This is an optimization exercise on Yosys and OpenROAD, whose aim is small area, not a production implementation.
At most, simulation tests tie the RTL to the original design; equivalence was not proved.
No functional check of the RTL was part of runs 3 and 7.
No activity file was given, so power comes from the tool's default toggle rates.

===== design.v =====
package hdmi_dma_pkg;
    typedef enum logic [1:0] {
        IDLE    = 2'd0,
        ARMED   = 2'd1,
        CAPTURE = 2'd2,
        DONE    = 2'd3
    } dma_state_e;
    localparam int unsigned BYTES_PER_WORD = 4;
    localparam int unsigned WORDS_NUMBER_W = 30;
    function automatic logic [31:0] min(input logic [31:0] a, input logic [31:0] b);
        logic [31:0] r;
        if (a < b) begin
            r = a;
        end else begin
            r = b;
        end
        min = r;
    endfunction
endpackage
module hdmi_dma_word_fifo #(
    parameter  int unsigned DEPTH = 32,
    localparam int unsigned AW    = $clog2(DEPTH)
) (
    input  logic          clk_sys,
    input  logic          push,
    input  logic [AW-1:0] wr_ptr,
    input  logic [31:0]   wdata,
    input  logic [AW-1:0] rd_ptr_next,
    output logic [31:0]   rdata
);
    logic [31:0]    mem_r [DEPTH];
    logic [DEPTH-1:0] rd_sel_r;
    always_ff @(posedge clk_sys) begin
        for (int i = 0; i < DEPTH; i++) begin
            if (push && (wr_ptr == AW'(i))) begin
                mem_r[i] <= wdata;
            end
        end
    end
    always_ff @(posedge clk_sys) begin
        for (int i = 0; i < DEPTH; i++) begin
            rd_sel_r[i] <= (rd_ptr_next == AW'(i));
        end
    end
    always_comb begin
        rdata = '0;
        for (int i = 0; i < DEPTH; i++) begin
            rdata = rdata | ({32{rd_sel_r[i]}} & mem_r[i]);
        end
    end
endmodule
module hdmi_frame_dma_ctrl
#(
    parameter int unsigned ADDR_WIDTH   = 32,
    parameter int unsigned BURST_LEN    = 16,
    parameter int unsigned BURSTCOUNT_W = 5,
    parameter int unsigned FIFO_DEPTH   = 32
) (
    input  logic                    clk_sys,
    input  logic                    rst_sys_n,
    input  logic                    cfg_enable,
    input  logic [ADDR_WIDTH-1:0]   cfg_start_addr,
    input  logic [29:0]             cfg_words_number,
    input  logic                    frame_sync,
    input  logic [31:0]             st_data,
    input  logic                    st_valid,
    output logic                    st_ready,
    output logic [ADDR_WIDTH-1:0]   avm_address,
    output logic                    avm_write,
    output logic [31:0]             avm_writedata,
    output logic [BURSTCOUNT_W-1:0] avm_burstcount,
    input  logic                    avm_waitrequest,
    output logic                    sts_busy,
    output logic                    sts_frame_done,
    output logic                    sts_overflow
);
    hdmi_dma_pkg::dma_state_e state_r;
    hdmi_dma_pkg::dma_state_e state_next_s;
    logic        started_r;
    logic        abort_r;
    logic        abort_next_s;
    logic        avm_write_r;
    logic        sts_overflow_r;
    logic [29:0] acc_rem_r;
    logic [31:0] addr_r;
    logic [5:0]  wr_ptr_r;
    logic [5:0]  rd_ptr_r;
    logic [5:0]  rd_ptr_next_s;
    logic [5:0]  fifo_count_s;
    logic        capture_s;
    logic        acc_zero_s;
    logic        fifo_empty_s;
    logic        fifo_full_s;
    logic        hi_ne_s;
    logic        push_s;
    logic        pop_s;
    logic        last_beat_s;
    logic        launch_s;
    hdmi_dma_word_fifo #(
        .DEPTH (FIFO_DEPTH)
    ) u_word_fifo (
        .clk_sys (clk_sys),
        .push    (push_s),
        .wr_ptr  (wr_ptr_r[4:0]),
        .wdata   (st_data),
        .rd_ptr_next (rd_ptr_next_s[4:0]),
        .rdata   (avm_writedata)
    );
    assign capture_s    = (state_r == hdmi_dma_pkg::CAPTURE);
    assign acc_zero_s   = (acc_rem_r == 30'd0);
    assign fifo_count_s = wr_ptr_r - rd_ptr_r;
    assign fifo_empty_s = (wr_ptr_r == rd_ptr_r);
    assign fifo_full_s  = (wr_ptr_r[4:0] == rd_ptr_r[4:0]) && (wr_ptr_r[5] != rd_ptr_r[5]);
    assign hi_ne_s      = (wr_ptr_r[5:4] != rd_ptr_r[5:4]);
    assign push_s      = capture_s && !abort_r && !acc_zero_s && !fifo_full_s && st_valid;
    assign pop_s       = avm_write_r && !avm_waitrequest;
    assign rd_ptr_next_s = !capture_s ? 6'd0 : pop_s ? (rd_ptr_r + 6'd1) : rd_ptr_r;
    assign last_beat_s = pop_s && ((rd_ptr_r[3:0] == 4'hF) || (fifo_count_s == 6'd1));
    assign launch_s    = capture_s && !abort_r && cfg_enable && !avm_write_r
                         && (hi_ne_s || (acc_zero_s && !fifo_empty_s));
    always_comb begin
        state_next_s = state_r;
        abort_next_s = 1'b0;
        case (state_r)
            hdmi_dma_pkg::IDLE: begin
                state_next_s = cfg_enable ? hdmi_dma_pkg::ARMED : hdmi_dma_pkg::IDLE;
            end
            hdmi_dma_pkg::ARMED: begin
                if (!cfg_enable) begin
                    state_next_s = hdmi_dma_pkg::IDLE;
                end else if (frame_sync) begin
                    state_next_s = (cfg_words_number == 30'd0) ? hdmi_dma_pkg::DONE : hdmi_dma_pkg::CAPTURE;
                end
            end
            hdmi_dma_pkg::CAPTURE: begin
                if (abort_r || !cfg_enable) begin
                    if (abort_r && !avm_write_r) begin
                        state_next_s = hdmi_dma_pkg::IDLE;
                    end else begin
                        abort_next_s = 1'b1;
                    end
                end else if (acc_zero_s && fifo_empty_s && !avm_write_r) begin
                    state_next_s = hdmi_dma_pkg::DONE;
                end
            end
            default: begin
                if (frame_sync && cfg_enable) begin
                    state_next_s = (cfg_words_number == 30'd0) ? hdmi_dma_pkg::DONE : hdmi_dma_pkg::CAPTURE;
                end else if (cfg_enable) begin
                    state_next_s = hdmi_dma_pkg::ARMED;
                end else begin
                    state_next_s = hdmi_dma_pkg::IDLE;
                end
            end
        endcase
    end
    always_ff @(posedge clk_sys or negedge rst_sys_n) begin
        if (!rst_sys_n) begin
            state_r        <= hdmi_dma_pkg::IDLE;
            started_r      <= 1'b0;
            avm_write_r    <= 1'b0;
            sts_overflow_r <= 1'b0;
        end else begin
            state_r   <= state_next_s;
            started_r <= 1'b1;
            if (launch_s) begin
                avm_write_r <= 1'b1;
            end else if (last_beat_s) begin
                avm_write_r <= 1'b0;
            end
            if (!cfg_enable) begin
                sts_overflow_r <= 1'b0;
            end else if (capture_s && frame_sync) begin
                sts_overflow_r <= 1'b1;
            end
        end
    end
    always_ff @(posedge clk_sys) begin
        abort_r  <= abort_next_s;
        rd_ptr_r <= rd_ptr_next_s;
        if (!capture_s) begin
            acc_rem_r <= cfg_words_number;
            addr_r    <= cfg_start_addr;
            wr_ptr_r  <= 6'd0;
        end else begin
            if (push_s) begin
                acc_rem_r <= acc_rem_r - 30'd1;
                wr_ptr_r  <= wr_ptr_r + 6'd1;
            end
            if (last_beat_s) begin
                addr_r[31:6] <= addr_r[31:6] + 26'd1;
            end
        end
    end
    assign st_ready       = started_r && !(capture_s && !abort_r && !acc_zero_s && fifo_full_s);
    assign avm_write      = avm_write_r;
    assign avm_address    = addr_r;
    assign avm_burstcount = hi_ne_s ? 5'd16 : {1'b0, wr_ptr_r[3:0]};
    assign sts_busy       = state_r[1];
    assign sts_frame_done = (state_r == hdmi_dma_pkg::DONE);
    assign sts_overflow   = sts_overflow_r;
endmodule

===== flow/run.sh =====
#!/bin/bash
set -euo pipefail
export BUFFER_PORTS_ARGS="-buffer_cell sky130_fd_sc_hd__buf_1"
export CTS_ARGS="-sink_clustering_enable -repair_clock_nets -dont_use_dummy_load -buf_list {sky130_fd_sc_hd__clkbuf_4 sky130_fd_sc_hd__clkbuf_8} -sink_clustering_size 20"
bash standard.sh > standard_sh.log 2>&1

===== standard.sh =====
#!/bin/bash
# synth_recipe.tcl (not shown) runs the flow's synth.tcl, then flattens the netlist and writes it again
# the make line also repeats each setting of config.mk as NAME=value (left out here)
make -C /OpenROAD-flow-scripts/flow DESIGN_CONFIG=/design/flow/config.mk WORK_HOME=/design/flow/orfs CLKGATE_MAP_FILE= SYNTH_SCRIPT=/design/flow/synth_recipe.tcl "${@:-finish}"

===== config.mk =====
export PLATFORM = sky130hd
export DESIGN_NAME = hdmi_frame_dma_ctrl
export DESIGN_NICKNAME = hdmi_frame_dma_ctrl
export VERILOG_FILES = /design/flow/design.v
export SDC_FILE = /design/flow/constraint.sdc
export NUM_CORES = 4
export LEC_CHECK = 0
export CAP_MARGIN = 20
export CORE_AREA = 2.3 2.72 347.3 345.44
export DIE_AREA = 0 0 349.66 349.66
export SLEW_MARGIN = 20

===== constraint.sdc =====
create_clock -name core_clock -period 10.0 [get_ports {clk_sys}]
set_input_delay 2.0000 -clock core_clock [delete_from_list [all_inputs] [get_ports {clk_sys}]]
set_output_delay 2.0000 -clock core_clock [all_outputs]
set_load 0.01 [all_outputs]

==> results of run 1 <==
where the power goes:
part | internal (µW) | switching [µW]
clock network | 1580 | 1620
registers | 5450 | 159
logic | 252 | 511
total | 7280 | 2290
synthesized netlist by cell type (2+ instances only):
cell	instances
a21oi_1	7
buf_6	2
or3_4	2
ha_1	14
nand3b_1	2
and4_1	6
clkbuf_1	95
and2_1	4
a22o_1	64
o31ai_1	4
o21ai_0	55
nor3b_1	2
xor2_1	28
nor2b_1	7
nand4_1	73
nor3_1	6
a31oi_1	3
a22oi_1	384
dfrtp_1	5
nand2b_1	4
and3_1	6
o21ai_1	3
or4_1	33
mux2i_1	3
nand3b_2	2
xnor2_1	33
nand3_1	80
nor4_1	14
nor2_1	100
or3_1	2
buf_1	20
nor4b_1	3
inv_1	12
nor4_2	2
dfxtp_1	45
edfxtp_1	1086
a21o_1	2
a221oi_1	64
nand2_1	98
metal layers:
metal,up-vias,routed length (µm),track usage
met4,4,3270,0.0660
li1,10400,-,-
met1,12900,51300,0.280
met2,1548,63000,0.346
met5,-,27,0
met3,233,12900,0.0439
worst min-delay path by stage:
stage,startpoint,end
after floorplan,wr_ptr_r[5]$_SDFFE_PN0P_,wr_ptr_r[5]$_SDFFE_PN0P_
after global placement,wr_ptr_r[5]$_SDFFE_PN0P_,wr_ptr_r[5]$_SDFFE_PN0P_
after detailed placement,wr_ptr_r[5]$_SDFFE_PN0P_,wr_ptr_r[5]$_SDFFE_PN0P_
after CTS,wr_ptr_r[5]$_SDFFE_PN0P_,wr_ptr_r[5]$_SDFFE_PN0P_
after global routing,wr_ptr_r[5]$_SDFFE_PN0P_,wr_ptr_r[5]$_SDFFE_PN0P_
final,wr_ptr_r[5]$_SDFFE_PN0P_,wr_ptr_r[5]$_SDFFE_PN0P_
sequential cells by signal, indices dropped and copies added (netlist names):
register,flops
started_r,1
sts_overflow_r,1
abort_r,1
u_word_fifo.rd_sel_r,32
addr_r,32
rd_ptr_r,6
u_word_fifo.mem_r,1024
state_r,2
wr_ptr_r,6
acc_rem_r,30
avm_write_r,1
area by class of cell:
type / instances / area (µm²) / area share
diodes: 3 / 7.51 / 0.000159
clock buffers: 180 / 2480 / 0.0525
inverters: 13 / 50.0 / 0.00106
multi-input cells: 1128 / 7830 / 0.166
flip-flops and latches: 1136 / 33700 / 0.713
well taps: 1536 / 1920 / 0.0407
repair buffers: 249 / 1260 / 0.0267
metrics by stage:
step	cell area, µm²	hold slack (ps)	power, µW
after floorplan	41700	450	6120
after global routing	47200	519	9890
after global placement	44700	465	6460
after detailed placement	44700	482	6470
after CTS	47200	491	9620
final	47200	487	9570
cell families after synthesis:
logic type,count (synthesis),synth area share
flops,1136,0.806
compound gates,594,0.107
simple gates,454,0.0568
buf+inv,131,0.0122
xor+xnor,61,0.0128
fa+ha+maj,15,0.00468
mux,3,0.000719
other cells,1,0.0000898
==> run notes, run 1 <==
layout cell share with drive strength beyond 1 - 0.132
DR pass1 iterations - 6
EDFF count, synth - 1086
FFs w/ async S/R, synth - 0.00440
WP data arrival - 3100 ps
outcome - complete, no violations
post-route insts no fill - 4245
post-CTS setup repair buffer count - 0
initial cell density of the core - 0.353
Residual DRC - 0
gr usage total - 0.210
Hold Vio Cnt, Final - 0
Critical Path Sink - avm_writedata[30]
Critical Path RT - 8000 ps
flops & latches, synth - 1136
r2r setup slk - 5790 ps
WL/cell - 30.7 µm
chip width - 350 µm
cell count of the worst reg-to-reg path - 9
# rows - 126
CP max FO - 17
H-tree level count - 4
Static Leak - 0.0145 µW
Relative slew margins - 0.252
crit path cell chain - buf_4 > a22o_1 > a221oi_1 > nand3_1 > or4_1 > buf_1
final-report max-slew violation count - 0
pin count of the biggest net entering global routing - 119
post-route ant nets - 0
HPWL after DPL - 63.6 mm
vias in the first global route - 24500
first-pass GRT wire length - 182 mm
syn avg cell area - 17.4 µm²
leading area contributor after synthesis - edfxtp_1
Critical Path End Type - primary output
Vert. Die Dim - 350 µm
Congestion Overflow GR - 0
Setup Skew - 128 ps
Synth Instances - 2395
most frequent cells in the layout - 1086 x edfxtp_1, 384 x a22oi_1, 180 x clkbuf_8
dpl cells - 4062
final worst setup slack - 4900 ps
WP depth - 6
period utilization - 0.510
drt first-iter violations - 3183
Worst R2R End - u_word_fifo.mem_r[18][5]$_DFFE_PP_
most common cell after layout, fill and taps aside - edfxtp_1
Setup WS pre-CTS - 5100 ps
Slew @ Worst Pin - 1120 ps
critical path startpoint - u_word_fifo.rd_sel_r[21]$_DFF_P_
fill count - 10700
max_cap viols - 0
die area - 122000 µm²
CTS tree - done
vias - 25000
Crit-path slowest cell - or4_1
TNS Setup - 0 ps
cts repair resizes - 0
cts bufs inserted - 180
# hold bufs at CTS - 0
mapped cell area - 41700 µm²
cell family with most CP delay - simple AND/OR/NAND/NOR gates
Peak supply drop - 0.145 mV
Critical Path Start Type - register
Seq/Total Area, Yosys - 0.806
antenna violations before repair - 5
gpl congestion - 0.763
synthesis-to-finish area growth - 13.1%
final period demand of the worst path - 5100 ps
clk slew on worst S/H paths - 50 ps
buffers plus inverters on the worst setup path - 2
Netlist cell types - 59
Ports - 174
Final Setup Violations - 0
Clock Sinks - 1136
CTS Buffer Depth - 3
nets - 2823
CP Class - register to primary output
Area contributors post-synth - edfxtp_1 78%, a22oi_1 6.9%, dfxtp_1 2.2%, a221oi_1 1.3%, a22o_1 1.3%
unrepaired setup endpoints after global routing - no
Skew-Pair Late Insertion Delay - 880 ps
Total Wirelength - 130 mm
top-area cell type share of the netlist area - 0.781
Synth Warn # - 3
power per cell area - 203 nW/µm²
root buffer cell - clkbuf_8
prevailing post-synth register cell - edfxtp_1
vias per cell - 5.90
crit-path max cell delay - 660 ps
fmax - 196 MHz
port buffer count - 173
hold crit path type - register to register
syn_nets - 2510
post-layout util - 0.399
r2r startpoint - state_r[0]$_DFFE_PN0P_
core area - 118000 µm²
Min-Delay Path Depth - 1
==> run 2: changes to the inputs <==
==> run.sh (new file) <==
#!/bin/bash
# synth_recipe.tcl (not shown) runs the flow's synth.tcl, then flattens the netlist and writes it again
# the make line also repeats each setting of config.mk as NAME=value (left out here)
make -C /OpenROAD-flow-scripts/flow DESIGN_CONFIG=/design/flow/config.mk WORK_HOME=/design/flow/orfs CLKGATE_MAP_FILE= SYNTH_SCRIPT=/design/flow/synth_recipe.tcl finish
removed: flow/run.sh
removed: standard.sh
==> run notes, run 2 <==
synth cell count leaders - 1086 x edfxtp_1, 384 x a22oi_1, 100 x nor2_1 (unchanged)
cts repair resizes - 0 (unchanged)
Critical Path RT - 8000 ps (about the same)
Worst R2R End - u_word_fifo.mem_r[19][3]$_DFFE_PP_ (was u_word_fifo.mem_r[18][5]$_DFFE_PP_)
post-layout util - 0.417 (was 0.399)
mapped cell area - 41700 µm² (unchanged)
M1 WL - 49.3 mm (was 51.3 mm)
HPWL after DPL - 63.4 mm (was 63.6 mm)
hold crit path type - register to register (unchanged)
Netlist cell types - 59 (unchanged)
Setup Skew - 54.9 ps (was 128 ps)
vias in the first global route - 25200 (was 24500)
flops & latches, synth - 1136 (unchanged)
post-route ant nets - 0 (unchanged)
Largest Register - u_word_fifo.mem_r (unchanged)
Hold Vio Cnt, Final - 0 (unchanged)
Total Wirelength - 129 mm (was 130 mm)
Overall Power - 10700 µW (was 9570 µW)
most common cell after layout, fill and taps aside - edfxtp_1 (unchanged)
initial cell density of the core - 0.353 (unchanged)
met3 WL post-DR - 13.0 mm (was 12.9 mm)
final worst setup slack - 4410 ps (was 4900 ps)
clk slew on worst S/H paths - 60 ps (was 50 ps)
# rows - 126 (unchanged)
FFs w/ async S/R, synth - 0.00440 (unchanged)
chip width - 350 µm (unchanged)
Antenna Cells - 0 (was 3)
antenna violations before repair - 4 (was 5)
Critical Path End Type - primary output (unchanged)
Setup WS pre-CTS - 4900 ps (was 5100 ps)
period utilization - 0.559 (was 0.510)
vias per cell - 5.89 (was 5.90)
r2r startpoint - acc_rem_r[18]$_DFFE_PP_ (was state_r[0]$_DFFE_PN0P_)
r2r setup slk - 6090 ps (was 5790 ps)
WL/cell - 30.2 µm (was 30.7 µm)
final-report max-slew violation count - 0 (unchanged)
outcome - complete, no violations (unchanged)
pin count of the biggest net entering global routing - 115 (was 119)
CP Class - register to primary output (unchanged)
Relative slew margins - 0.144 (was 0.252)
cts bufs inserted - 112 (was 180)
Critical Path Start Type - register (unchanged)
fill count - 10300 (was 10700)
final period demand of the worst path - 5590 ps (was 5100 ps)
unrepaired setup endpoints after global routing - no (unchanged)
Area contributors post-synth - edfxtp_1 78%, a22oi_1 6.9%, dfxtp_1 2.2%, a221oi_1 1.3%, a22o_1 1.3% (unchanged)
Congestion Overflow GR - 0 (unchanged)
syn_nets - 2510 (unchanged)
DR pass1 iterations - 6 (unchanged)
first-pass GRT wire length - 181 mm (was 182 mm)
Multi-input gate area - 7830 µm² (unchanged)
Skew-Pair Late Insertion Delay - 730 ps (was 880 ps)
CTS Buffer Depth - 3 (unchanged)
routed length on met2 - 62.3 mm (was 63.0 mm)
syn avg cell area - 17.4 µm² (unchanged)
gpl congestion - 0.808 (was 0.763)
# hold bufs at CTS - 0 (unchanged)
CTS tree - done (unchanged)
TNS Setup - 0 ps (unchanged)
Min-Delay Path Depth - 1 (unchanged)
Residual DRC - 0 (unchanged)
post-CTS setup repair buffer count - 0 (unchanged)
Seq/Total Area, Yosys - 0.806 (unchanged)
nets - 2744 (was 2823)
fmax - 179 MHz (was 196 MHz)
CP max FO - 5 (was 17)
top layer in use - met5 (unchanged)
layout cell share with drive strength beyond 1 - 0.117 (was 0.132)
Final Setup Violations - 0 (unchanged)
Peak supply drop - 0.154 mV (was 0.145 mV)
Slew @ Worst Pin - 1280 ps (was 1120 ps)
Synth Instances - 2395 (unchanged)
synthesis-to-finish area growth - 18.0% (was 13.1%)
cell count of the worst reg-to-reg path - 8 (was 9)
EDFF count, synth - 1086 (unchanged)
drt first-iter violations - 3527 (was 3183)
most frequent cells in the layout - 1086 x edfxtp_1, 384 x a22oi_1, 159 x clkdlybuf4s50_1 (was 1086 x edfxtp_1, 384 x a22oi_1, 180 x clkbuf_8)
Clock Sinks - 1136 (unchanged)
power per cell area - 216 nW/µm² (was 203 nW/µm²)
port buffer count - 173 (unchanged)
Synth Warn # - 3 (unchanged)
Min-Delay Endpoint - wr_ptr_r[5]$_SDFFE_PN0P_ (unchanged)
Vert. Die Dim - 350 µm (unchanged)
Ports - 174 (unchanged)
hold wc startpoint - wr_ptr_r[5]$_SDFFE_PN0P_ (unchanged)
H-tree level count - 3 (was 4)
max FFs per register - 1024 (unchanged)
die area - 122000 µm² (unchanged)
top-area cell type share of the netlist area - 0.781 (unchanged)
most numerous cell in the Yosys netlist - edfxtp_1 (unchanged)
vias - 25100 (was 25000)
WP data arrival - 3590 ps (was 3100 ps)
gr usage total - 0.207 (was 0.210)
Regs by FF count - u_word_fifo.mem_r: 1024 flops, addr_r: 32 flops, u_word_fifo.rd_sel_r: 32 flops (unchanged)
core area - 118000 µm² (unchanged)
leading area contributor after synthesis - edfxtp_1 (unchanged)
root buffer cell - clkbuf_16 (was clkbuf_8)
Static Leak - 0.0154 µW (was 0.0145 µW)
FF+latch area - 33700 µm² (about the same)
max_cap viols - 0 (unchanged)
prevailing post-synth register cell - edfxtp_1 (unchanged)
-- run 2: critical path: stages, from the launching register on --
cell and delay (ps):
edfxtp_1 450, nor4_1 630, nand3_1 270, nor4b_1 760
o41a_1 250, clkdlybuf4s50_1 550
-- run 2: worst max path at each step --
stage	from	to	slack, ps	cells past startpoint
after floorplan	st_valid	u_word_fifo.mem_r[24][0]$_DFFE_PP_	5360	5
after global placement	st_valid	u_word_fifo.mem_r[20][13]$_DFFE_PP_	4920	7
after detailed placement	st_valid	u_word_fifo.mem_r[19][27]$_DFFE_PP_	4900	7
after CTS	acc_rem_r[18]$_DFFE_PP_	st_ready	4400	5
after global routing	acc_rem_r[18]$_DFFE_PP_	st_ready	4160	5
final	acc_rem_r[18]$_DFFE_PP_	st_ready	4410	5
-- run 2: through the flow --
step | instances | area [µm²] | hold slack, ps
after global routing | 4262 | 49300 | 526
after detailed placement | 4050 | 45700 | 479
after global placement | 4050 | 45700 | 466
final | 4262 | 49300 | 486
after CTS | 4261 | 49300 | 490
after floorplan | 2395 | 41700 | 450
-- run 2: logic make-up after synthesis --
family	count (synthesis)	synth area share
xor gates and xnor gates	61	0.0128
adders and majority gates	15	0.00468
muxes	3	0.000719
DFF	1136	0.806
and+or+nand+nor	454	0.0568
AOI/OAI and AO/OA	594	0.107
other	1	0.0000898
buffers and inverters	131	0.0122
-- run 2: cell type report --
cell class / instances / share of cell area
Sequential cell: 1136 / 0.684
Multi-Input combinational cell: 1128 / 0.159
Clock buffer: 138 / 0.0602
Timing Repair Buffer: 238 / 0.0437
Tap cell: 1536 / 0.0390
Clock inverter: 73 / 0.0137
Inverter: 13 / 0.00102
-- run 2: per-layer routing --
| layer | GRT usage | vias up |
|---|---|---|
| met4 | 0.0662 | 6 |
| met1 | 0.270 | 12900 |
| met3 | 0.0434 | 272 |
| met2 | 0.345 | 1612 |
| met5 | 0 | - |
| li1 | - | 10400 |
-- run 2: power by group --
part,total (µW),switching (µW),leakage (µW),internal [µW]
combinational,893,512,0.00330,381
sequential,5620,169,0.0103,5450
clock,4150,1820,0.00177,2330
total,10700,2500,0.0154,8150
==> run 3: changes to the inputs <==
--- a/design.v
+++ b/design.v
@@ -179,17 +179,16 @@
         abort_r  <= abort_next_s;
         rd_ptr_r <= rd_ptr_next_s;
         if (!capture_s) begin
-            acc_rem_r <= cfg_words_number;
-            addr_r    <= cfg_start_addr;
-            wr_ptr_r  <= 6'd0;
+            acc_rem_r       <= cfg_words_number;
+            addr_r[31:6]    <= cfg_start_addr[31:6];
+            wr_ptr_r        <= 6'd0;
         end else begin
-            if (push_s) begin
-                acc_rem_r <= acc_rem_r - 30'd1;
-                wr_ptr_r  <= wr_ptr_r + 6'd1;
-            end
-            if (last_beat_s) begin
-                addr_r[31:6] <= addr_r[31:6] + 26'd1;
-            end
+            acc_rem_r       <= acc_rem_r - 30'(push_s);
+            addr_r[31:6]    <= addr_r[31:6] + 26'(last_beat_s);
+            wr_ptr_r        <= wr_ptr_r + 6'(push_s);
+        end
+        if (!capture_s) begin
+            addr_r[5:0] <= cfg_start_addr[5:0];
         end
     end
     assign st_ready       = started_r && !(capture_s && !abort_r && !acc_zero_s && fifo_full_s);
==> flow/run.sh (new file) <==
#!/bin/bash
# The standard layout, with minimum-size port buffers and a clock tree
# of few, large leaf clusters and no dummy loads.
set -euo pipefail
export BUFFER_PORTS_ARGS="-buffer_cell sky130_fd_sc_hd__buf_1"
export CTS_ARGS="-sink_clustering_enable -repair_clock_nets -dont_use_dummy_load -buf_list {sky130_fd_sc_hd__clkbuf_8 sky130_fd_sc_hd__clkbuf_16} -sink_clustering_size 30 -sink_clustering_max_diameter 60"
bash standard.sh > standard_sh.log 2>&1
==> standard.sh (new file) <==
#!/bin/bash
# synth_recipe.tcl (not shown) runs the flow's synth.tcl, then flattens the netlist and writes it again
# the make line also repeats each setting of config.mk as NAME=value (left out here)
make -C /OpenROAD-flow-scripts/flow DESIGN_CONFIG=/design/flow/config.mk WORK_HOME=/design/flow/orfs CLKGATE_MAP_FILE= SYNTH_SCRIPT=/design/flow/synth_recipe.tcl "${@:-finish}"
removed: run.sh
==> run notes, run 3 <==
Static Leak - 0.0140 µW (was 0.0154 µW)
flops & latches, synth - 1136 (unchanged)
TNS Setup - 0 ps (unchanged)
Synth Instances - 2413 (was 2395)
r2r startpoint - wr_ptr_r[0]$_SDFF_PN0_ (was acc_rem_r[18]$_DFFE_PP_)
# rows - 126 (unchanged)
unrepaired setup endpoints after global routing - no (unchanged)
post-route insts no fill - 4137 (was 4262)
Min-Delay Path Depth - 2 (was 1)
power per cell area - 178 nW/µm² (was 216 nW/µm²)
gr usage total - 0.212 (was 0.207)
vias per cell - 6.04 (was 5.89)
cts repair resizes - 0 (unchanged)
syn avg cell area - 17.1 µm² (was 17.4 µm²)
CTS tree - done (unchanged)
Congestion Overflow GR - 0 (unchanged)
Slew @ Worst Pin - 1020 ps (was 1280 ps)
most numerous cell in the Yosys netlist - edfxtp_1 (unchanged)
final period demand of the worst path - 5100 ps (was 5590 ps)
Min-Delay Endpoint - rd_ptr_r[5]$_SDFFE_PN0P_ (was wr_ptr_r[5]$_SDFFE_PN0P_)
core area - 118000 µm² (unchanged)
Final Setup Violations - 0 (unchanged)
vias - 25000 (was 25100)
pin count of the biggest net entering global routing - 117 (was 115)
vias in the first global route - 23500 (was 25200)
r2r setup slk - 6200 ps (was 6090 ps)
Largest Register - u_word_fifo.mem_r (unchanged)
most frequent cells in the layout - 1030 x edfxtp_1, 384 x a22oi_1, 141 x buf_1 (was 1086 x edfxtp_1, 384 x a22oi_1, 159 x clkdlybuf4s50_1)
Regs by FF count - u_word_fifo.mem_r: 1024 flops, addr_r: 32 flops, u_word_fifo.rd_sel_r: 32 flops (unchanged)
Peak supply drop - 0.132 mV (was 0.154 mV)
layout cell share with drive strength beyond 1 - 0.0962 (was 0.117)
initial cell density of the core - 0.350 (was 0.353)
post-route ant nets - 0 (unchanged)
H-tree level count - 3 (unchanged)
leading area contributor after synthesis - edfxtp_1 (unchanged)
root buffer cell - clkbuf_16 (unchanged)
Netlist cell types - 57 (was 59)
die area - 122000 µm² (unchanged)
placed cell area - 44200 µm² (was 45700 µm²)
CP Class - register to primary output (unchanged)
CP max FO - 18 (was 5)
antenna violations before repair - 6 (was 4)
prevailing post-synth register cell - edfxtp_1 (unchanged)
Multi-input gate area - 7870 µm² (was 7830 µm²)
Area contributors post-synth - edfxtp_1 75%, a22oi_1 7.0%, dfxtp_1 4.9%, a221oi_1 1.4%, a22o_1 1.4% (was edfxtp_1 78%, a22oi_1 6.9%, dfxtp_1 2.2%, a221oi_1 1.3%, a22o_1 1.3%)
WL/cell - 32.1 µm (was 30.2 µm)
Ports - 174 (unchanged)
FFs w/ async S/R, synth - 0.00440 (unchanged)
Skew-Pair Late Insertion Delay - 690 ps (was 730 ps)
WP data arrival - 3100 ps (was 3590 ps)
clk slew on worst S/H paths - 110 ps (was 60 ps)
hold crit path type - register to register (unchanged)
outcome - complete, no violations (unchanged)
EDFF count, synth - 1030 (was 1086)
fill count - 10800 (was 10300)
Synth Warn # - 3 (unchanged)
DR pass1 iterations - 5 (was 6)
max_cap viols - 0 (unchanged)
hold wc startpoint - rd_ptr_r[5]$_SDFFE_PN0P_ (was wr_ptr_r[5]$_SDFFE_PN0P_)
synthesis-to-finish area growth - 10.9% (was 18.0%)
fmax - 196 MHz (was 179 MHz)
post-layout util - 0.388 (was 0.417)
most common cell after layout, fill and taps aside - edfxtp_1 (unchanged)
Clock Sinks - 1136 (unchanged)
cts bufs inserted - 67 (was 112)
Seq/Total Area, Yosys - 0.799 (was 0.806)
HPWL after DPL - 61.6 mm (was 63.4 mm)
first-pass GRT wire length - 181 mm (about the same)
dpl cells - 4069 (was 4050)
Setup Skew - 118 ps (was 54.9 ps)
Hold Vio Cnt, Final - 0 (unchanged)
Relative slew margins - 0.321 (was 0.144)
Vert. Die Dim - 350 µm (unchanged)
Critical Path Start Type - register (unchanged)
Overall Power - 8160 µW (was 10700 µW)
Critical Path End Type - primary output (unchanged)
Final Cell Area - 45900 µm² (was 49300 µm²)
Worst R2R End - addr_r[30]$_DFF_P_ (was u_word_fifo.mem_r[19][3]$_DFFE_PP_)
CTS Buffer Depth - 3 (unchanged)
period utilization - 0.510 (was 0.559)
mapped cell area - 41400 µm² (was 41700 µm²)
gpl congestion - 0.759 (was 0.808)
FF+latch area - 33100 µm² (was 33700 µm²)
chip width - 350 µm (unchanged)
Residual DRC - 0 (unchanged)
synth cell count leaders - 1030 x edfxtp_1, 384 x a22oi_1, 102 x clkbuf_1 (was 1086 x edfxtp_1, 384 x a22oi_1, 100 x nor2_1)
final-report max-slew violation count - 0 (unchanged)
Critical Path RT - 8000 ps (about the same)
syn_nets - 2526 (was 2510)
nets - 2715 (was 2744)
post-CTS setup repair buffer count - 0 (unchanged)
cell count of the worst reg-to-reg path - 14 (was 8)
Total Wirelength - 133 mm (was 129 mm)
drt first-iter violations - 4311 (was 3527)
top-area cell type share of the netlist area - 0.748 (was 0.781)
max FFs per register - 1024 (unchanged)
# hold bufs at CTS - 0 (unchanged)
port buffer count - 173 (unchanged)
## run 3: changes by cell type after synthesis, sizes merged, moves of 10 or more
cell / change
dfxtp: +56
edfxtp: -56
xnor2: +10
nor2: -38
nor3: +45
## run 3: kinds of logic after synthesis
group           Yosys count  share of synthesized area
compound gates          594                      0.108
xor+xnor                 62                     0.0131
fa+ha+maj                13                    0.00411
buf+inv                 142                     0.0143
flops                  1136                      0.799
mux                       6                    0.00148
other cells               1                  0.0000906
simple gates            459                     0.0597
## run 3: where the power goes
part	internal, µW	switching (µW)
Sequential	5210	47.6
Combinational	74.7	173
Clock	1200	1460
Total	6480	1680
## run 3: per-layer routing
layer | track usage | vias up | wire [µm] | part of all wire
met2 | 0.319 | 1667 | 58200 | 0.44
met4 | 0.0564 | 6 | 3820 | 0.029
met5 | 0 | - | 34 | 0.00026
li1 | - | 10200 | - | -
met3 | 0.0444 | 210 | 16100 | 0.12
met1 | 0.311 | 12900 | 54500 | 0.41
## run 3: final cells by class
type / count / share of cell area
antenna: 1 / 0.0000545
clock buffer: 67 / 0.0365
inverter: 17 / 0.00142
multi-input combinational: 1135 / 0.171
sequential: 1136 / 0.722
tap: 1536 / 0.0419
timing repair buffer: 245 / 0.0268
## run 3: worst max-delay path, cell delays in order, from the launching register on
cell	delay, ps
dfxtp_2	580
buf_4	400
a221oi_1	370
nand3_1	140
or4_1	700
buf_1	210
## run 3: worst max path at each step
stage	from	end	slack, ps	cells past startpoint
2_1_floorplan	st_valid	u_word_fifo.mem_r[4][0]$_DFFE_PP_	5020	3
3_3_place_gp	avm_waitrequest	addr_r[30]$_DFF_P_	5060	12
3_5_place_dp	avm_waitrequest	addr_r[30]$_DFF_P_	4990	12
4_1_cts	u_word_fifo.rd_sel_r[0]$_DFF_P_	avm_writedata[16]	4910	6
5_1_grt	u_word_fifo.rd_sel_r[0]$_DFF_P_	avm_writedata[16]	4830	6
6_report	u_word_fifo.rd_sel_r[13]$_DFF_P_	avm_writedata[30]	4900	5
## run 3: through the flow
step	setup WS, ps	hold WS (ps)
after floorplan	5020	470
after global placement	5060	482
after detailed placement	4990	497
after CTS	4910	505
after global routing	4830	571
final	4900	508
==> run 4: changes to the inputs <==
--- a/design.v
+++ b/design.v
@@ -86,7 +86,7 @@
     logic [5:0]  wr_ptr_r;
     logic [5:0]  rd_ptr_r;
     logic [5:0]  rd_ptr_next_s;
-    logic [5:0]  fifo_count_s;
+    logic [5:0]  rd_ptr_inc_s;
     logic        capture_s;
     logic        acc_zero_s;
     logic        fifo_empty_s;
@@ -108,14 +108,14 @@
     );
     assign capture_s    = (state_r == hdmi_dma_pkg::CAPTURE);
     assign acc_zero_s   = (acc_rem_r == 30'd0);
-    assign fifo_count_s = wr_ptr_r - rd_ptr_r;
     assign fifo_empty_s = (wr_ptr_r == rd_ptr_r);
     assign fifo_full_s  = (wr_ptr_r[4:0] == rd_ptr_r[4:0]) && (wr_ptr_r[5] != rd_ptr_r[5]);
     assign hi_ne_s      = (wr_ptr_r[5:4] != rd_ptr_r[5:4]);
     assign push_s      = capture_s && !abort_r && !acc_zero_s && !fifo_full_s && st_valid;
     assign pop_s       = avm_write_r && !avm_waitrequest;
-    assign rd_ptr_next_s = !capture_s ? 6'd0 : pop_s ? (rd_ptr_r + 6'd1) : rd_ptr_r;
-    assign last_beat_s = pop_s && ((rd_ptr_r[3:0] == 4'hF) || (fifo_count_s == 6'd1));
+    assign rd_ptr_inc_s  = rd_ptr_r + 6'd1;
+    assign rd_ptr_next_s = !capture_s ? 6'd0 : pop_s ? rd_ptr_inc_s : rd_ptr_r;
+    assign last_beat_s = pop_s && (rd_ptr_inc_s[3:0] == avm_burstcount[3:0]);
     assign launch_s    = capture_s && !abort_r && cfg_enable && !avm_write_r
                          && (hi_ne_s || (acc_zero_s && !fifo_empty_s));
     always_comb begin
==> run notes, run 4 <==
outcome - complete, no violations (unchanged)
r2r setup slk - 6150 ps (was 6200 ps)
top-area cell type share of the netlist area - 0.748 (about the same)
Vert. Die Dim - 350 µm (unchanged)
gr usage total - 0.214 (was 0.212)
FFs w/ async S/R, synth - 0.00440 (unchanged)
Slew @ Worst Pin - 1030 ps (was 1020 ps)
drt first-iter violations - 4549 (was 4311)
max FFs per register - 1024 (unchanged)
syn avg cell area - 17.1 µm² (about the same)
cts repair resizes - 0 (unchanged)
WL/cell - 32.6 µm (was 32.1 µm)
CTS Buffer Depth - 3 (unchanged)
DR pass1 iterations - 6 (was 5)
synthesis-to-finish area growth - 10.4% (was 10.9%)
most common cell after layout, fill and taps aside - edfxtp_1 (unchanged)
buffers plus inverters on the worst setup path - 1 (was 2)
CP Class - register to primary output (unchanged)
Congestion Overflow GR - 0 (unchanged)
synth cell count leaders - 1030 x edfxtp_1, 384 x a22oi_1, 123 x clkbuf_1 (was 1030 x edfxtp_1, 384 x a22oi_1, 102 x clkbuf_1)
vias in the first global route - 23600 (was 23500)
Seq/Total Area, Yosys - 0.800 (was 0.799)
fmax - 195 MHz (was 196 MHz)
Synth Instances - 2422 (was 2413)
final period demand of the worst path - 5130 ps (was 5100 ps)
CTS tree - done (unchanged)
gpl congestion - 0.759 (about the same)
r2r startpoint - rd_ptr_r[0]$_DFF_P_ (was wr_ptr_r[0]$_SDFF_PN0_)
Hold Vio Cnt, Final - 0 (unchanged)
hold wc startpoint - wr_ptr_r[5]$_SDFF_PN0_ (was rd_ptr_r[5]$_SDFFE_PN0P_)
dpl cells - 4066 (was 4069)
crit-path max cell delay - 870 ps (was 700 ps)
post-route ant nets - 0 (unchanged)
core area - 118000 µm² (unchanged)
Relative slew margins - 0.316 (was 0.321)
TNS Setup - 0 ps (unchanged)
syn_nets - 2529 (was 2526)
# rows - 126 (unchanged)
max_cap viols - 0 (unchanged)
Ports - 174 (unchanged)
nets - 2695 (was 2715)
layout cell share with drive strength beyond 1 - 0.0909 (was 0.0962)
mapped cell area - 41300 µm² (was 41400 µm²)
final-report max-slew violation count - 0 (unchanged)
Critical Path End Type - primary output (unchanged)
antenna violations before repair - 7 (was 6)
Synth Warn # - 3 (unchanged)
vias - 25200 (was 25000)
period utilization - 0.513 (was 0.510)
fill count - 10900 (was 10800)
EDFF count, synth - 1030 (unchanged)
HPWL after DPL - 59.7 mm (was 61.6 mm)
Peak supply drop - 0.173 mV (was 0.132 mV)
final worst setup slack - 4870 ps (was 4900 ps)
root buffer cell - clkbuf_16 (unchanged)
hold crit path type - register to register (unchanged)
power per cell area - 175 nW/µm² (was 178 nW/µm²)
leading area contributor after synthesis - edfxtp_1 (unchanged)
WHS - 514 ps (was 508 ps)
crit path cell chain - xor2_1 > nor4_1 > and3b_2 > a21boi_1 > buf_1 (was buf_4 > a221oi_1 > nand3_1 > or4_1 > buf_1)
pin count of the biggest net entering global routing - 118 (was 117)
# hold bufs at CTS - 0 (unchanged)
die area - 122000 µm² (unchanged)
H-tree level count - 2 (was 3)
Setup Skew - 86.1 ps (was 118 ps)
Critical Path RT - 8000 ps (about the same)
Crit-path slowest cell - and3b_2 (was or4_1)
initial cell density of the core - 0.350 (about the same)
Residual DRC - 0 (unchanged)
Worst R2R End - acc_rem_r[11]$_DFF_P_ (was addr_r[30]$_DFF_P_)
Netlist cell types - 54 (was 57)
most numerous cell in the Yosys netlist - edfxtp_1 (unchanged)
post-route insts no fill - 4124 (was 4137)
clk slew on worst S/H paths - 60 ps (was 110 ps)
first-pass GRT wire length - 183 mm (was 181 mm)
cts bufs inserted - 56 (was 67)
WP data arrival - 3130 ps (was 3100 ps)
Static Leak - 0.0138 µW (was 0.0140 µW)
Clock Sinks - 1136 (unchanged)
Min-Delay Endpoint - wr_ptr_r[5]$_SDFF_PN0_ (was rd_ptr_r[5]$_SDFFE_PN0P_)
chip width - 350 µm (unchanged)
Total Wirelength - 135 mm (was 133 mm)
flops & latches, synth - 1136 (unchanged)
Final Setup Violations - 0 (unchanged)
most frequent cells in the layout - 1030 x edfxtp_1, 384 x a22oi_1, 141 x buf_1 (unchanged)
cell count of the worst reg-to-reg path - 10 (was 14)
Regs by FF count - u_word_fifo.mem_r: 1024 flops, addr_r: 32 flops, u_word_fifo.rd_sel_r: 32 flops (unchanged)
port buffer count - 173 (unchanged)
Area contributors post-synth - edfxtp_1 75%, a22oi_1 7.0%, dfxtp_1 4.9%, a22o_1 1.4%, a221oi_1 1.4% (was edfxtp_1 75%, a22oi_1 7.0%, dfxtp_1 4.9%, a221oi_1 1.4%, a22o_1 1.4%)
post-CTS setup repair buffer count - 0 (unchanged)
unrepaired setup endpoints after global routing - no (unchanged)
Skew-Pair Late Insertion Delay - 700 ps (was 690 ps)
CP max FO - 33 (was 18)
Min-Delay Path Depth - 2 (unchanged)
prevailing post-synth register cell - edfxtp_1 (unchanged)
Setup WS pre-CTS - 5280 ps (was 4990 ps)
Largest Register - u_word_fifo.mem_r (unchanged)
vias per cell - 6.10 (was 6.04)
cell family with most CP delay - simple AND/OR/NAND/NOR gates (unchanged)
Critical Path Start Type - register (unchanged)
==> run 4: cell types whose count changed in the layout (fill, tap and decap cells not counted), sizes merged, moves of 4 or more <==
cell    change
mux2i       -4
ha          -5
nor4       +30
nor3       -38
xnor2      -11
xor2       +15
clkbuf     -11
inv         -9
==> run 4: power by group <==
part	total [µW]	switching [µW]	internal, µW
Combinational	317	221	96.3
Sequential	5260	48.7	5210
Clock	2410	1420	995
Total	7990	1690	6310
==> run 4: layout make-up <==
| class | instances | area [µm²] | share of cell area |
|---|---|---|---|
| clock buffers | 56 | 1400 | 0.0307 |
| flip-flops and latches | 1136 | 33100 | 0.726 |
| well taps | 1536 | 1920 | 0.0421 |
| repair buffers | 244 | 1230 | 0.0269 |
| diodes | 2 | 5.00 | 0.000110 |
| multi-input cells | 1142 | 7910 | 0.173 |
| inverters | 8 | 31.3 | 0.000686 |
==> run 4: kinds of logic (layout without fill, tap and decap cells) <==
group,Yosys count,count (layout),share of synthesized area
compound gates,595,595,0.108
xor+xnor,66,66,0.0140
fa+ha+maj,7,7,0.00212
buf+inv,144,308,0.0134
flops,1136,1136,0.800
mux,1,1,0.000242
other cells,1,3,0.0000907
simple gates,472,472,0.0617
==> run 4: how the worst max path moves through the flow <==
stage | to | slack, ps | startpoint | cells after the start
after CTS | st_ready | 4810 | rd_ptr_r[0]$_DFF_P_ | 5
final | st_ready | 4870 | rd_ptr_r[0]$_DFF_P_ | 5
after floorplan | u_word_fifo.mem_r[15][0]$_DFFE_PP_ | 3990 | st_valid | 3
after detailed placement | addr_r[26]$_DFF_P_ | 5280 | avm_waitrequest | 12
after global routing | st_ready | 4610 | rd_ptr_r[0]$_DFF_P_ | 5
after global placement | addr_r[26]$_DFF_P_ | 5350 | avm_waitrequest | 12
==> run 4: per-stage QoR <==
stage,cell area [µm²],util,total power (µW)
2_1_floorplan,41300,-,5520
3_3_place_gp,44200,0.373,5680
3_5_place_dp,44200,0.374,5690
4_1_cts,45600,0.385,8010
5_1_grt,45600,0.386,8200
6_report,45600,0.386,7990
==> run 4: layer usage <==
layer,GRT usage,up-vias,part of all wire
li1,-,10200,-
met1,0.309,13000,0.39
met2,0.330,1756,0.45
met3,0.0392,224,0.13
met4,0.0615,8,0.030
met5,0,-,0.00038
==> run 4: worst min-delay path, delay by kind of cell (launching register included) <==
family	cells	cell delay [ps]
flops	1	320
compound gates	2	140
==> run 5: changes to the inputs <==
==> flow/run.sh (replaced) <==
#!/bin/bash
# The standard layout, with minimum-size port buffers and a clock tree
# of few, large leaf clusters and no dummy loads.
set -euo pipefail
export BUFFER_PORTS_ARGS="-buffer_cell sky130_fd_sc_hd__buf_1"
export CTS_ARGS="-sink_clustering_enable -repair_clock_nets -dont_use_dummy_load -buf_list {sky130_fd_sc_hd__clkbuf_16} -sink_clustering_size 30 -sink_clustering_max_diameter 60 -sink_buffer_max_cap_derate 1.0"
bash standard.sh > standard_sh.log 2>&1
--- a/config.mk
+++ b/config.mk
@@ -5,7 +5,8 @@
 export SDC_FILE = /design/flow/constraint.sdc
 export NUM_CORES = 4
 export LEC_CHECK = 0
-export CAP_MARGIN = 20
+export CAP_MARGIN = 0
 export CORE_AREA = 2.3 2.72 347.3 345.44
 export DIE_AREA = 0 0 349.66 349.66
-export SLEW_MARGIN = 20
+export PLACE_DENSITY = 0.8
+export SLEW_MARGIN = 0
==> run notes, run 5 <==
buffers plus inverters on the worst setup path - 1 (unchanged)
synthesis-to-finish area growth - 10.0% (was 10.4%)
Regs by FF count - u_word_fifo.mem_r: 1024 flops, addr_r: 32 flops, u_word_fifo.rd_sel_r: 32 flops (unchanged)
Clock Sinks - 1136 (unchanged)
nets - 2692 (was 2695)
Largest Register - u_word_fifo.mem_r (unchanged)
Vert. Die Dim - 350 µm (unchanged)
vias in the first global route - 24400 (was 23600)
Hold Vio Cnt, Final - 0 (unchanged)
pin count of the biggest net entering global routing - 74 (was 118)
drt first-iter violations - 5559 (was 4549)
Critical Path RT - 8000 ps (about the same)
most common cell after layout, fill and taps aside - edfxtp_1 (unchanged)
final period demand of the worst path - 5030 ps (was 5130 ps)
leading area contributor after synthesis - edfxtp_1 (unchanged)
fmax - 199 MHz (was 195 MHz)
antenna violations before repair - 12 (was 7)
CTS Buffer Depth - 3 (unchanged)
Setup Skew - 91.2 ps (was 86.1 ps)
hold crit path type - register to register (unchanged)
Netlist cell types - 54 (unchanged)
CTS tree - done (unchanged)
cts repair resizes - 0 (unchanged)
Critical Path Start Type - register (unchanged)
vias per cell - 6.26 (was 6.10)
initial cell density of the core - 0.350 (unchanged)
max_cap viols - 0 (unchanged)
H-tree level count - 2 (unchanged)
layout cell share with drive strength beyond 1 - 0.0774 (was 0.0909)
Slew @ Worst Pin - 1280 ps (was 1030 ps)
Seq/Total Area, Yosys - 0.800 (unchanged)
Congestion Overflow GR - 0 (unchanged)
# hold bufs at CTS - 0 (unchanged)
Peak supply drop - 0.142 mV (was 0.173 mV)
Ports - 174 (unchanged)
# rows - 126 (unchanged)
Area contributors post-synth - edfxtp_1 75%, a22oi_1 7.0%, dfxtp_1 4.9%, a22o_1 1.4%, a221oi_1 1.4% (unchanged)
die area - 122000 µm² (unchanged)
cts bufs inserted - 51 (was 56)
syn_nets - 2529 (unchanged)
syn avg cell area - 17.1 µm² (unchanged)
TNS Setup - 0 ps (unchanged)
CP max FO - 33 (unchanged)
root buffer cell - clkbuf_16 (unchanged)
gpl congestion - 0.818 (was 0.759)
EDFF count, synth - 1030 (unchanged)
core area - 118000 µm² (unchanged)
post-route insts no fill - 4122 (was 4124)
Skew-Pair Late Insertion Delay - 690 ps (was 700 ps)
Setup WS pre-CTS - 5280 ps (about the same)
Critical Path End Type - primary output (unchanged)
first-pass GRT wire length - 174 mm (was 183 mm)
Final Setup Violations - 0 (unchanged)
FF+latch area - 33100 µm² (unchanged)
fill count - 10500 (was 10900)
WL/cell - 30.4 µm (was 32.6 µm)
cell family with most CP delay - simple AND/OR/NAND/NOR gates (unchanged)
port buffer count - 173 (unchanged)
dpl cells - 4068 (was 4066)
WP data arrival - 3030 ps (was 3130 ps)
Total Wirelength - 125 mm (was 135 mm)
crit path cell chain - xor2_1 > nor4_1 > and3b_2 > a21boi_1 > buf_1 (unchanged)
max FFs per register - 1024 (unchanged)
HPWL after DPL - 62.0 mm (was 59.7 mm)
clk slew on worst S/H paths - 70 ps (was 60 ps)
top-area cell type share of the netlist area - 0.748 (unchanged)
post-route ant nets - 0 (unchanged)
period utilization - 0.503 (was 0.513)
most frequent cells in the layout - 1030 x edfxtp_1, 384 x a22oi_1, 173 x buf_1 (was 1030 x edfxtp_1, 384 x a22oi_1, 141 x buf_1)
prevailing post-synth register cell - edfxtp_1 (unchanged)
most numerous cell in the Yosys netlist - edfxtp_1 (unchanged)
DR pass1 iterations - 6 (unchanged)
Crit-path slowest cell - and3b_2 (unchanged)
Residual DRC - 0 (unchanged)
Static Leak - 0.0137 µW (was 0.0138 µW)
Synth Instances - 2422 (unchanged)
chip width - 350 µm (unchanged)
outcome - complete, no violations (unchanged)
mapped cell area - 41300 µm² (unchanged)
final-report max-slew violation count - 0 (unchanged)
FFs w/ async S/R, synth - 0.00440 (unchanged)
post-layout util - 0.384 (was 0.386)
CP Class - register to primary output (unchanged)
Relative slew margins - 0.144 (was 0.316)
power per cell area - 172 nW/µm² (was 175 nW/µm²)
vias - 25800 (was 25200)
Multi-input gate area - 7910 µm² (unchanged)
Synth Warn # - 3 (unchanged)
flops & latches, synth - 1136 (unchanged)
final worst setup slack - 4970 ps (was 4870 ps)
unrepaired setup endpoints after global routing - no (unchanged)
crit-path max cell delay - 870 ps (about the same)
gr usage total - 0.198 (was 0.214)
synth cell count leaders - 1030 x edfxtp_1, 384 x a22oi_1, 123 x clkbuf_1 (unchanged)
post-CTS setup repair buffer count - 0 (unchanged)
## run 5: per-layer routing
metal,routed length [µm],GRT usage
met1,42800,0.272
met2,54800,0.299
met3,22100,0.0551
met4,5730,0.0758
met5,47,0
## run 5: cell type report
| class | instances | share of cell area |
|---|---|---|
| clock buffers | 51 | 0.0281 |
| repair buffers | 246 | 0.0263 |
| flip-flops and latches | 1136 | 0.728 |
| diodes | 3 | 0.000165 |
| inverters | 8 | 0.000688 |
| well taps | 1536 | 0.0423 |
| multi-input cells | 1142 | 0.174 |
## run 5: worst paths after layout
kind	start	end	slack, ps	cells past startpoint
worst max register to register	rd_ptr_r[0]$_DFF_P_	acc_rem_r[20]$_DFF_P_	6080	11
worst max-delay path	rd_ptr_r[0]$_DFF_P_	st_ready	4970	5
worst min register to register	wr_ptr_r[5]$_SDFF_PN0_	wr_ptr_r[5]$_SDFF_PN0_	530	2
min in group asynchronous	rst_sys_n	sts_overflow_r$_DFFE_PN0P_	1230	1
worst min-delay path	wr_ptr_r[5]$_SDFF_PN0_	wr_ptr_r[5]$_SDFF_PN0_	530	2
max in group asynchronous	rst_sys_n	avm_write_r$_DFFE_PN0P_	8560	1
## run 5: worst register-to-register path, stage by stage (launching register included)
cell,delay [ps]
dfxtp_1,590
xor2_1,230
nor4_1,110
and3b_2,520
nor3b_1,500
ha_1,250
ha_1,220
nor4b_1,330
nand4_1,390
nor4_1,380
xnor2_1,180
o21ai_1,80
## run 5: cells by family after synthesis
family / after synthesis / share of synthesized area
DFF: 1136 / 0.800
AOI/OAI and AO/OA: 595 / 0.108
and+or+nand+nor: 472 / 0.0617
buffers and inverters: 144 / 0.0134
xor gates and xnor gates: 66 / 0.0140
adders and majority gates: 7 / 0.00212
other: 1 / 0.0000907
muxes: 1 / 0.000242
## run 5: stage by stage
step / instance area, µm² / hold WS [ps] / power (µW)
global route: 45500 / 562 / 8010
detailed placement: 44200 / 517 / 5680
floorplan: 41300 / 471 / 5520
finish: 45500 / 528 / 7830
CTS: 45500 / 535 / 7830
global placement: 44200 / 482 / 5670
## run 5: report_power, final
part / leakage (µW) / switching [µW] / internal [µW] / total (µW)
clock network: 0.000628 / 1340 / 912 / 2250
registers: 0.0102 / 49.1 / 5220 / 5270
logic: 0.00285 / 221 / 93.2 / 314
==> run 6: changes to the inputs <==
==> flow/run.sh (replaced) <==
#!/bin/bash
# The standard layout, with minimum-size port buffers, a clock tree of
# few, large leaf clusters and no dummy loads, and power recovery (which
# downsizes gates off the critical paths) after global routing.
set -euo pipefail
export BUFFER_PORTS_ARGS="-buffer_cell sky130_fd_sc_hd__buf_1"
export CTS_ARGS="-sink_clustering_enable -repair_clock_nets -dont_use_dummy_load -buf_list {sky130_fd_sc_hd__clkbuf_16} -sink_clustering_size 30 -sink_clustering_max_diameter 60 -sink_buffer_max_cap_derate 1.0"
export RECOVER_POWER=100
bash standard.sh > standard_sh.log 2>&1
==> run notes, run 6 <==
nets - 2692 (unchanged)
CTS tree - done (unchanged)
crit-path max cell delay - 2400 ps (was 870 ps)
syn avg cell area - 17.1 µm² (unchanged)
Hold Vio Cnt, Final - 0 (unchanged)
top-area cell type share of the netlist area - 0.748 (unchanged)
most numerous cell in the Yosys netlist - edfxtp_1 (unchanged)
Critical Path End Type - primary output (unchanged)
max_cap viols - 37 (was 0)
vias in the first global route - 24400 (unchanged)
post-layout util - 0.382 (was 0.384)
switching portion of total power - 0.206 (about the same)
Skew-Pair Late Insertion Delay - 700 ps (was 690 ps)
Fail Reasons - max-capacitance violations, max-slew violations
flops & latches, synth - 1136 (unchanged)
synthesis-to-finish area growth - 9.29% (was 10.0%)
final-report max-slew violation count - 1148 (was 0)
Clock Sinks - 1136 (unchanged)
post-route ant nets - 0 (unchanged)
CP Class - register to primary output (unchanged)
WP data arrival - 4560 ps (was 3030 ps)
FFs w/ async S/R, synth - 0.00440 (unchanged)
die area - 122000 µm² (unchanged)
buffers plus inverters on the worst setup path - 2 (was 1)
Residual DRC - 0 (unchanged)
CTS Buffer Depth - 3 (unchanged)
Setup Skew - 94.8 ps (was 91.2 ps)
Adder-Cell Fraction of Synth Area - 0.00212 (unchanged)
Relative slew margins - -1.64 (was 0.144)
Synth Instances - 2422 (unchanged)
cts repair resizes - 0 (unchanged)
Crit-path slowest cell - clkbuf_1 (was and3b_2)
unrepaired setup endpoints after global routing - no (unchanged)
prevailing post-synth register cell - edfxtp_1 (unchanged)
Post-Synth Simple-Gate Area - 0.0617 (unchanged)
Seq/Total Area, Yosys - 0.800 (unchanged)
Congestion Overflow GR - 0 (unchanged)
outcome - finished with violations (was complete, no violations)
Ports - 174 (unchanged)
vias per cell - 6.26 (about the same)
internal power - 6220 µW (about the same)
crit path cell chain - clkbuf_1 > a22oi_1 > nand4_1 > or4_1 > buf_1 (was xor2_1 > nor4_1 > and3b_2 > a21boi_1 > buf_1)
syn_nets - 2529 (unchanged)
Synth Warn # - 3 (unchanged)
Sw Pwr - 1610 µW (about the same)
power per cell area - 173 nW/µm² (was 172 nW/µm²)
most common cell after layout, fill and taps aside - edfxtp_1 (unchanged)
antenna violations before repair - 12 (unchanged)
Total Wirelength - 126 mm (was 125 mm)
H-tree level count - 2 (unchanged)
# hold bufs at CTS - 0 (unchanged)
Netlist cell types - 54 (unchanged)
cell family with most CP delay - buffers and inverters (was simple AND/OR/NAND/NOR gates)
CP max FO - 32 (was 33)
# rows - 126 (unchanged)
drt first-iter violations - 5276 (was 5559)
leading area contributor after synthesis - edfxtp_1 (unchanged)
fmax - 153 MHz (was 199 MHz)
combinational power share - 0.039 (was 0.040)
chip width - 350 µm (unchanged)
HPWL after DPL - 62.0 mm (unchanged)
Reg power frac - 0.672 (about the same)
period utilization - 0.656 (was 0.503)
gpl congestion - 0.818 (unchanged)
Static Leak - 0.0135 µW (was 0.0137 µW)
max FFs per register - 1024 (unchanged)
Final Setup Violations - 0 (unchanged)
Area contributors post-synth - edfxtp_1 75%, a22oi_1 7.0%, dfxtp_1 4.9%, a22o_1 1.4%, a221oi_1 1.4% (unchanged)
initial cell density of the core - 0.350 (unchanged)
cts bufs inserted - 51 (unchanged)
mux contribution to synthesized area - 0.000242 (unchanged)
Largest Register - u_word_fifo.mem_r (unchanged)
Regs by FF count - u_word_fifo.mem_r: 1024 flops, addr_r: 32 flops, u_word_fifo.rd_sel_r: 32 flops (unchanged)
Clock power frac - 0.288 (about the same)
Synth Area in XOR/XNOR - 0.0140 (unchanged)
largest family of logic cells by synthesized area - compound AO/OA/AOI/OAI gates (unchanged)
vias - 25800 (about the same)
WL/cell - 30.5 µm (was 30.4 µm)
DR pass1 iterations - 6 (unchanged)
pin count of the biggest net entering global routing - 74 (unchanged)
Slew @ Worst Pin - 3960 ps (was 1280 ps)
Peak supply drop - 0.143 mV (was 0.142 mV)
Critical Path Start Type - register (unchanged)
clk slew on worst S/H paths - 70 ps (about the same)
Vert. Die Dim - 350 µm (unchanged)
final period demand of the worst path - 6560 ps (was 5030 ps)
post-CTS setup repair buffer count - 0 (unchanged)
synth cell count leaders - 1030 x edfxtp_1, 384 x a22oi_1, 123 x clkbuf_1 (unchanged)
hold crit path type - register to register (unchanged)
root buffer cell - clkbuf_16 (unchanged)
first-pass GRT wire length - 174 mm (unchanged)
Critical Path RT - 8000 ps (about the same)
core area - 118000 µm² (unchanged)
layout cell share with drive strength beyond 1 - 0.0519 (was 0.0774)
Synth Area in Compound Gates - 0.108 (unchanged)
gr usage total - 0.198 (unchanged)
TNS Setup - 0 ps (unchanged)
port buffer count - 173 (unchanged)
most frequent cells in the layout - 1030 x edfxtp_1, 384 x a22oi_1, 137 x buf_1 (was 1030 x edfxtp_1, 384 x a22oi_1, 173 x buf_1)
EDFF count, synth - 1030 (unchanged)
r2r setup slk - 4260 ps (was 6080 ps)
mapped cell area - 41300 µm² (unchanged)
run 6: cell counts after synthesis:
Identical to the previous run, type by type.
run 6: worst paths after layout:
kind                       cells after the start                       startpoint                                   to
hold / removal                                 2           wr_ptr_r[5]$_SDFF_PN0_               wr_ptr_r[5]$_SDFF_PN0_
setup / recovery                               5  u_word_fifo.rd_sel_r[1]$_DFF_P_                    avm_writedata[31]
setup reg to reg                               5              rd_ptr_r[0]$_DFF_P_  u_word_fifo.mem_r[20][30]$_DFFE_PP_
hold reg to reg                                2           wr_ptr_r[5]$_SDFF_PN0_               wr_ptr_r[5]$_SDFF_PN0_
max in group asynchronous                      1                        rst_sys_n              avm_write_r$_DFFE_PN0P_
min in group asynchronous                      1                        rst_sys_n           sts_overflow_r$_DFFE_PN0P_
run 6: layout make-up:
type,count,area (µm²)
Antenna cell,6,15.0
Sequential cell,1136,33100
Timing Repair Buffer,246,1040
Multi-Input combinational cell,1142,7760
Clock buffer,51,1280
Fill cell,10600,73100
Tap cell,1536,1920
Inverter,8,31.3
run 6: worst reg2reg max path: cells and delay by family (launching register included):
family	cells	cell delay, ps
xor gates and xnor gates	1	230
buffers and inverters	1	2340
DFF	1	590
and+or+nand+nor	3	2130
run 6: per-layer routing:
metal	wire length, µm	global-route usage	vias up
li1	-	-	10200
met1	43400	0.272	12700
met2	55200	0.299	2524
met4	5470	0.0758	8
met3	21600	0.0551	387
met5	43	0	-
run 6: power groups by stage:
| stage | Combinational [µW] | Sequential, µW | Clock, µW |
|---|---|---|---|
| 6_report | 309 | 5270 | 2260 |
| 5_1_grt | 338 | 5270 | 2390 |
| 3_3_place_gp | 303 | 5370 | 0 |
| 3_5_place_dp | 311 | 5370 | 0 |
| 4_1_cts | 312 | 5260 | 2250 |
| 2_1_floorplan | 147 | 5370 | 0 |
run 6: kinds of logic after synthesis:
| logic type | Yosys count |
|---|---|
| DFF | 1136 |
| AOI/OAI and AO/OA | 595 |
| and+or+nand+nor | 472 |
| buffers and inverters | 144 |
| xor gates and xnor gates | 66 |
| adders and majority gates | 7 |
| other | 1 |
| muxes | 1 |
run 6: through the flow:
step	worst slack, ps	std cells	hold WS, ps	cell area [µm²]	power [µW]
2_1_floorplan	3990	2422	471	41300	5520
3_3_place_gp	5400	4068	482	44200	5670
3_5_place_dp	5280	4068	517	44200	5680
4_1_cts	4970	4119	535	45500	7830
5_1_grt	3580	4120	562	45200	8010
6_report	3440	4125	531	45200	7840
==> run 7: changes to the inputs <==
--- a/design.v
+++ b/design.v
@@ -86,7 +86,7 @@
     logic [5:0]  wr_ptr_r;
     logic [5:0]  rd_ptr_r;
     logic [5:0]  rd_ptr_next_s;
-    logic [5:0]  rd_ptr_inc_s;
+    logic [5:0]  fifo_count_s;
     logic        capture_s;
     logic        acc_zero_s;
     logic        fifo_empty_s;
@@ -108,14 +108,14 @@
     );
     assign capture_s    = (state_r == hdmi_dma_pkg::CAPTURE);
     assign acc_zero_s   = (acc_rem_r == 30'd0);
+    assign fifo_count_s = wr_ptr_r - rd_ptr_r;
     assign fifo_empty_s = (wr_ptr_r == rd_ptr_r);
     assign fifo_full_s  = (wr_ptr_r[4:0] == rd_ptr_r[4:0]) && (wr_ptr_r[5] != rd_ptr_r[5]);
     assign hi_ne_s      = (wr_ptr_r[5:4] != rd_ptr_r[5:4]);
     assign push_s      = capture_s && !abort_r && !acc_zero_s && !fifo_full_s && st_valid;
     assign pop_s       = avm_write_r && !avm_waitrequest;
-    assign rd_ptr_inc_s  = rd_ptr_r + 6'd1;
-    assign rd_ptr_next_s = !capture_s ? 6'd0 : pop_s ? rd_ptr_inc_s : rd_ptr_r;
-    assign last_beat_s = pop_s && (rd_ptr_inc_s[3:0] == avm_burstcount[3:0]);
+    assign rd_ptr_next_s = !capture_s ? 6'd0 : pop_s ? (rd_ptr_r + 6'd1) : rd_ptr_r;
+    assign last_beat_s = pop_s && ((rd_ptr_r[3:0] == 4'hF) || (fifo_count_s == 6'd1));
     assign launch_s    = capture_s && !abort_r && cfg_enable && !avm_write_r
                          && (hi_ne_s || (acc_zero_s && !fifo_empty_s));
     always_comb begin
==> flow/run.sh (replaced) <==
#!/bin/bash
# The standard layout, with minimum-size port buffers and a clock tree
# of few, large leaf clusters and no dummy loads.
set -euo pipefail
export BUFFER_PORTS_ARGS="-buffer_cell sky130_fd_sc_hd__buf_1"
export CTS_ARGS="-sink_clustering_enable -repair_clock_nets -dont_use_dummy_load -buf_list {sky130_fd_sc_hd__clkbuf_16} -sink_clustering_size 30 -sink_clustering_max_diameter 60 -sink_buffer_max_cap_derate 1.0"
bash standard.sh > standard_sh.log 2>&1
==> run notes, run 7 <==
outcome - complete, no violations (was finished with violations)
switching portion of total power - 0.203 (was 0.206)
flops & latches, synth - 1136 (unchanged)
hold crit path type - register to register (unchanged)
Clock Sinks - 1136 (unchanged)
gpl congestion - 0.851 (was 0.818)
Netlist cell types - 57 (was 54)
Multi-input gate area - 7870 µm² (was 7760 µm²)
fill count - 10600 (about the same)
Hold Vio Cnt, Final - 0 (unchanged)
Seq/Total Area, Yosys - 0.799 (was 0.800)
port buffer count - 173 (unchanged)
Largest Register - u_word_fifo.mem_r (unchanged)
H-tree level count - 2 (unchanged)
FFs w/ async S/R, synth - 0.00440 (unchanged)
most numerous cell in the Yosys netlist - edfxtp_1 (unchanged)
first-pass GRT wire length - 176 mm (was 174 mm)
most common cell after layout, fill and taps aside - edfxtp_1 (unchanged)
vias - 25800 (about the same)
vias per cell - 6.25 (was 6.26)
leading area contributor after synthesis - edfxtp_1 (unchanged)
Synth Instances - 2413 (was 2422)
vias in the first global route - 24400 (about the same)
mapped cell area - 41400 µm² (was 41300 µm²)
Peak supply drop - 0.131 mV (was 0.143 mV)
Final Setup Violations - 0 (unchanged)
cts repair resizes - 0 (unchanged)
clk slew on worst S/H paths - 110 ps (was 70 ps)
Regs by FF count - u_word_fifo.mem_r: 1024 flops, addr_r: 32 flops, u_word_fifo.rd_sel_r: 32 flops (unchanged)
EDFF count, synth - 1030 (unchanged)
fmax - 197 MHz (was 153 MHz)
final-report max-slew violation count - 0 (was 1148)
Congestion Overflow GR - 0 (unchanged)
pin count of the biggest net entering global routing - 116 (was 74)
DR pass1 iterations - 6 (unchanged)
# hold bufs at CTS - 0 (unchanged)
Critical Path Start Type - register (unchanged)
HPWL after DPL - 62.3 mm (was 62.0 mm)
max FFs per register - 1024 (unchanged)
layout cell share with drive strength beyond 1 - 0.0778 (was 0.0519)
Clock power frac - 0.290 (was 0.288)
Ports - 174 (unchanged)
Slew @ Worst Pin - 1310 ps (was 3960 ps)
CTS tree - done (unchanged)
Synth Warn # - 3 (unchanged)
top-area cell type share of the netlist area - 0.748 (about the same)
internal power - 6180 µW (was 6220 µW)
final period demand of the worst path - 5090 ps (was 6560 ps)
antenna violations before repair - 11 (was 12)
Total Wirelength - 127 mm (was 126 mm)
CP max FO - 18 (was 32)
initial cell density of the core - 0.350 (about the same)
cts bufs inserted - 50 (was 51)
CP Class - register to primary output (unchanged)
gr usage total - 0.201 (was 0.198)
Sw Pwr - 1580 µW (was 1610 µW)
CTS Buffer Depth - 3 (unchanged)
drt first-iter violations - 5935 (was 5276)
Relative slew margins - 0.128 (was -1.64)
chip width - 350 µm (unchanged)
FF+latch area - 33100 µm² (unchanged)
syn_nets - 2526 (was 2529)
root buffer cell - clkbuf_16 (unchanged)
TNS Setup - 0 ps (unchanged)
Residual DRC - 0 (unchanged)
Setup Skew - 84.8 ps (was 94.8 ps)
Skew-Pair Late Insertion Delay - 680 ps (was 700 ps)
WP data arrival - 3090 ps (was 4560 ps)
Vert. Die Dim - 350 µm (unchanged)
prevailing post-synth register cell - edfxtp_1 (unchanged)
die area - 122000 µm² (unchanged)
==> run 7: power groups by stage <==
stage	combinational [µW]	clock (µW)	sequential [µW]
after floorplan	110	0	5360
after global placement	233	0	5370
after detailed placement	242	0	5370
after CTS	242	2250	5260
after global routing	270	2390	5270
final	245	2250	5260
==> run 7: kinds of logic after synthesis <==
family / after synthesis / share of synthesized area
flip-flops: 1136 / 0.799
AO/OA/AOI/OAI: 594 / 0.108
AND/OR/NAND/NOR: 459 / 0.0597
buffers and inverters: 142 / 0.0143
XOR/XNOR: 62 / 0.0131
adder cells (fa/ha/maj): 13 / 0.00411
multiplexers: 6 / 0.00148
other: 1 / 0.0000906
==> run 7: per-stage QoR <==
stage / instance area, µm² / total power (µW)
floorplan: 41400 / 5470
global placement: 44200 / 5600
detailed placement: 44200 / 5610
CTS: 45400 / 7750
global route: 45400 / 7930
finish: 45400 / 7760
==> run 7: worst paths after layout <==
check,startpoint,endpoint,slack [ps],depth (start not counted)
setup / recovery,u_word_fifo.rd_sel_r[2]$_DFF_P_,avm_writedata[0],4910,5
hold / removal,rd_ptr_r[5]$_SDFFE_PN0P_,rd_ptr_r[5]$_SDFFE_PN0P_,510,2
setup reg to reg,wr_ptr_r[0]$_SDFF_PN0_,addr_r[30]$_DFF_P_,6090,14
hold reg to reg,rd_ptr_r[5]$_SDFFE_PN0P_,rd_ptr_r[5]$_SDFFE_PN0P_,510,2
max in group asynchronous,rst_sys_n,avm_write_r$_DFFE_PN0P_,8450,1
min in group asynchronous,rst_sys_n,started_r$_DFF_PN0_,1250,1
==> run 7: cell type report <==
type / count / area share
tap: 1536 / 0.0423
sequential: 1136 / 0.729
multi-input combinational: 1135 / 0.173
timing repair buffer: 245 / 0.0262
inverter: 17 / 0.00143
antenna: 4 / 0.000220
clock buffer: 50 / 0.0275
==> run 7: worst max-delay path, cell delays in order, from the launching register on <==
cell and delay [ps]:
dfxtp_2 610, buf_4 420, a221oi_1 350, nand3_1 140
or4_1 680, buf_1 210
==> run 7: routing by layer <==
metal	share of wire	wire [µm]	vias up	track usage
met3	0.19	23700	400	0.0652
met1	0.34	42900	12600	0.272
met4	0.041	5220	12	0.0699
li1	-	-	10200	-
met5	0.00067	85	-	0
met2	0.44	55400	2611	0.304

Setup slack of run 7, layout unchanged: 4.914 ns with ideal ports, 4.849 ns with driving cells assumed (clock clkbuf_16, inputs buf_2), 4.969 ns with port delays also shifted by the 0.686 ns mid clock arrival.
